Source: an optimization exercise on an open RTL-to-GDS flow (aim: small area and a short achievable clock period). Production flows keep margins and buffers that such runs may drop. RTL that was checked went through simulation tests only; none was proved equivalent to the original. No activity file was given, so power comes from the tool's default toggle rates.

==> flow/design.v (excerpt) <==
module i2c_register_transfer_sequencer_top (
   input  logic       clock,
   input  logic       reset,
   input  logic       req_valid,
   output logic       req_ready,
   input  logic [1:0] req_func,
   input  logic [6:0] req_slave_address,
   input  logic [7:0] req_register_address,
   input  logic [7:0] req_byte_count,
   input  logic [7:0] req_buffer_index,
   input  logic [7:0] req_write_byte,
   input  logic       req_nack_seen,
   input  logic       req_bus_collision,
   input  logic [7:0] req_received_byte,
   output logic       rsp_valid,
   input  logic       rsp_ready,
   output logic       rsp_accepted,
   output logic [2:0] rsp_bus_action,
   output logic [7:0] rsp_tx_byte,
   output logic       rsp_rx_valid,
   output logic [7:0] rsp_rx_index,
   output logic [7:0] rsp_rx_data,
   output logic [1:0] rsp_transfer_status
);
   localparam logic [3:0] PH_IDLE      = 4'd0;
   localparam logic [3:0] PH_SEND_ADDR = 4'd1;
   localparam logic [3:0] PH_SEND_REG  = 4'd2;
   localparam logic [3:0] PH_SEND_DATA = 4'd3;
   localparam logic [3:0] PH_RS_STOP   = 4'd4;
   localparam logic [3:0] PH_RS_START  = 4'd5;
   localparam logic [3:0] PH_READ_ADDR = 4'd6;
  ...
make LEC_CHECK=0 CAP_MARGIN=20 CORE_MARGIN=2 CORE_UTILIZATION=55 CTS_CLUSTER_DIAMETER=80 CTS_CLUSTER_SIZE=28 PLACE_DENSITY=0.65 SETUP_SLACK_MARGIN=4.2 SLEW_MARGIN=20 SYNTH_HIERARCHICAL=1 SYNTH_MINIMUM_KEEP_SIZE=0 finish   # period 7.5 ns
run.sh (not shown) runs the stock make flow with config.mk's settings and CLKGATE_MAP_FILE= SYNTH_SCRIPT=/design/flow/synth_recipe.tcl, a recipe that flattens the netlist after the stock synthesis.
Rerun with:
--- a/flow/design.v
+++ b/flow/design.v
@@ -118,19 +118,20 @@
    logic [7:0] cnt_q;
    logic [7:0] pos_q;
    logic       rd_q;
    logic       vld_q;
    logic       acc_q;
    logic [2:0] act_q;
    logic [7:0] dat_n_q;
    logic       txs_q;
    logic       rxv_q;
-   logic [15:0] sel_lo_n_q;
+   logic [1:0][15:0] sel_lo_n_q;
+   logic [15:0]      sel_hi_n_q;
    logic accept;
    assign req_ready = !vld_q || rsp_ready;
    assign accept    = req_valid && req_ready;
    logic [15:0] wr_hi_n_q;
    logic [15:0] wr_lo_n_q;
    logic [7:0]  wd_q;
    logic        byp_q;
    logic        load_acc;
    assign load_acc = accept && (req_func == i2crts_pkg::FUNC_LOAD);
@@ -143,27 +144,23 @@
       byp_q <= load_acc && (req_buffer_index == pos_q) && (ph_q == PH_SEND_DATA);
    end
    always_ff @(posedge clock) begin
       for (int i = 0; i < 255; i++) begin
          if (!(wr_hi_n_q[i / 16] || wr_lo_n_q[i % 16])) begin
             mem_q[i] <= wd_q;
          end
       end
    end
-   logic [15:0]  sel_hi_n;
    logic [254:0] sel;
    logic         ph_sa, ph_sr, ph_ra, ph_rx;
    always_comb begin
-      for (int i = 0; i < 16; i++) begin
-         sel_hi_n[i] = (pos_q[7:4] != 4'(i));
-      end
       for (int i = 0; i < 255; i++) begin
-         sel[i] = !(sel_hi_n[i / 16] || sel_lo_n_q[i % 16]);
+         sel[i] = !(sel_hi_n_q[i / 16] || sel_lo_n_q[i / 128][i % 16]);
       end
    end
    assign ph_sa = (ph_q == PH_SEND_ADDR);
    assign ph_sr = (ph_q == PH_SEND_REG);
    assign ph_ra = (ph_q == PH_READ_ADDR);
    assign ph_rx = (ph_q == PH_RX_BYTE);
    logic [7:0] dat_n_d;
    for (genvar b = 0; b < 8; b++) begin : g_lane
       logic [84:0] n;
@@ -344,24 +341,28 @@
       end else begin
          if (accept) begin
             ph_q <= ph_d;
             st_q <= st_d;
          end
          vld_q <= accept || (vld_q && !rsp_ready);
       end
       if (accept) begin
          pos_q <= pos_d;
+         for (int i = 0; i < 16; i++) begin
+            sel_hi_n_q[i] <= (pos_d[7:4] != 4'(i));
+         end
       end
       if (reset) begin
          sel_lo_n_q <= '1;
       end else if (accept) begin
          for (int i = 0; i < 16; i++) begin
-            sel_lo_n_q[i] <= (ph_d != PH_SEND_DATA) || (pos_d[3:0] != 4'(i));
+            sel_lo_n_q[0][i] <= (ph_d != PH_SEND_DATA) || pos_d[7] || (pos_d[3:0] != 4'(i));
+            sel_lo_n_q[1][i] <= (ph_d != PH_SEND_DATA) || !pos_d[7] || (pos_d[3:0] != 4'(i));
          end
       end
       if (accept && start_d) begin
          sa_q  <= req_slave_address;
          ra_q  <= req_register_address;
          cnt_q <= req_byte_count;
          rd_q  <= req_func[1];
       end
       if (req_ready) begin
Result:
- The new run finished clean
- final area rose by 1.2%
- core utilization fell by 0.24 points
- cell count rose by 1.9%
- non-clock buffer count rose by 12
- register-to-register slack gains 0.12 ns
- worst setup slack gains 0.12 ns
- count of clock-buffer cells in the layout fell by 2
- clock skew rose by 0.0090 ns
- sequential share of layout area barely changes
- power rose by 2.1%
- via count rose by 2.3%
- synthesized cell count rose by 2.6%
- routed wire length barely changes
For the second run of this note, only the layout was checked, not whether the RTL still works.

* * *

## willow
Another version of the RTL of i2c_register_transfer_sequencer_top (not shown whole).
Size: ~4200 cells after synthesis, roughly 2200 flip-flops, roughly 88 I/O pins, roughly 78000 um^2 of cells after synthesis.
export LEC_CHECK = 0
export CAP_MARGIN = 20
export CORE_MARGIN = 2
export CORE_UTILIZATION = 55
export CTS_BUF_LIST = sky130_fd_sc_hd__clkbuf_8
export CTS_CLUSTER_DIAMETER = 45
export CTS_CLUSTER_SIZE = 14
export PLACE_DENSITY = 0.65
export SETUP_SLACK_MARGIN = 4.2
export SLEW_MARGIN = 20
export SYNTH_HIERARCHICAL = 1
export SYNTH_MINIMUM_KEEP_SIZE = 0
create_clock -name core_clock -period 7.5 [get_ports {clock}]
Changes in yarrow relative to willow:
diff --git a/flow/design.v b/flow/design.v
--- a/flow/design.v
+++ b/flow/design.v
@@ -122,13 +122,12 @@
    logic       acc_q;
    logic [2:0] act_q;
    logic [7:0] dat_n_q;
    logic       txs_q;
    logic       rxv_q;
    logic [15:0] sel_lo_n_q;
-   logic [15:0] sel_hi_n_q;
    logic accept;
    assign req_ready = !vld_q || rsp_ready;
    assign accept    = req_valid && req_ready;
    logic [15:0] wr_hi_n_q;
    logic [15:0] wr_lo_n_q;
    logic [7:0]  wd_q;
@@ -147,17 +146,21 @@
       for (int i = 0; i < 255; i++) begin
          if (!(wr_hi_n_q[i / 16] || wr_lo_n_q[i % 16])) begin
             mem_q[i] <= wd_q;
          end
       end
    end
+   logic [15:0]  sel_hi_n;
    logic [254:0] sel;
    logic         ph_sa, ph_sr, ph_ra, ph_rx;
    always_comb begin
+      for (int i = 0; i < 16; i++) begin
+         sel_hi_n[i] = (pos_q[7:4] != 4'(i));
+      end
       for (int i = 0; i < 255; i++) begin
-         sel[i] = !(sel_hi_n_q[i / 16] || sel_lo_n_q[i % 16]);
+         sel[i] = !(sel_hi_n[i / 16] || sel_lo_n_q[i % 16]);
       end
    end
    assign ph_sa = (ph_q == PH_SEND_ADDR);
    assign ph_sr = (ph_q == PH_SEND_REG);
    assign ph_ra = (ph_q == PH_READ_ADDR);
    assign ph_rx = (ph_q == PH_RX_BYTE);
@@ -344,15 +347,12 @@
             st_q <= st_d;
          end
          vld_q <= accept || (vld_q && !rsp_ready);
       end
       if (accept) begin
          pos_q <= pos_d;
-         for (int i = 0; i < 16; i++) begin
-            sel_hi_n_q[i] <= (pos_d[7:4] != 4'(i));
-         end
       end
       if (reset) begin
          sel_lo_n_q <= '1;
       end else if (accept) begin
          for (int i = 0; i < 16; i++) begin
             sel_lo_n_q[i] <= (ph_d != PH_SEND_DATA) || (pos_d[3:0] != 4'(i));
==> comparison <==
Both conditions hold for yarrow: the flow ran to the end and the final layout passed the timing, DRC and antenna checks. Looking at wire length across willow and yarrow, the one that comes out lower is willow. Cmp yarrow vs willow: number of register bits inferred by synthesis lower in yarrow. Per the comparison of yarrow with willow, layout clock buffer count shows a reduction of 7, met3 wire length rose by 500 um. Synthesized cell count: yarrow lower than willow. Final-layout clock-cell area share: yarrow vs willow, no meaningful difference. Run comparison: yarrow end point of the critical path rsp_rx_index[3]; willow end point of the critical path rsp_rx_index[5].

static timing again, ports no longer ideal:
How much do the figures lean on ideal ports? The routed layouts below were timed once more, with nothing changed but the port constraints.
Step 1, drivers: a clkbuf_16 drives clock and a buf_2 each remaining input, both assumed.
Step 2, shift: input delay + t, output delay - t, t = (earliest + latest rising clock arrival at the registers) / 2. This alone moves slack from input paths to output paths.
a / b / c = ideal ports / drivers / drivers and shift; a / b = the first two.
run | t, ns | setup slack, ns | slew at the worst register clock pin (ns)
the first run of note 1 | 0.815 | 3.991 / 3.991 / 3.544 | 0.11 / 0.11
the second run of note 1 | 0.822 | 4.107 / 4.061 / 3.623 | 0.11 / 0.11
willow | 1.014 | 4.041 / 3.966 / 3.310 | 0.09 / 0.09
yarrow | 1.006 | 3.925 / 3.852 / 3.575 | 0.10 / 0.10
After both steps setup and hold are still met in every run listed. The setup slack of willow, which loses most, moves by -0.075 ns with the drivers and by -0.731 ns with both steps.
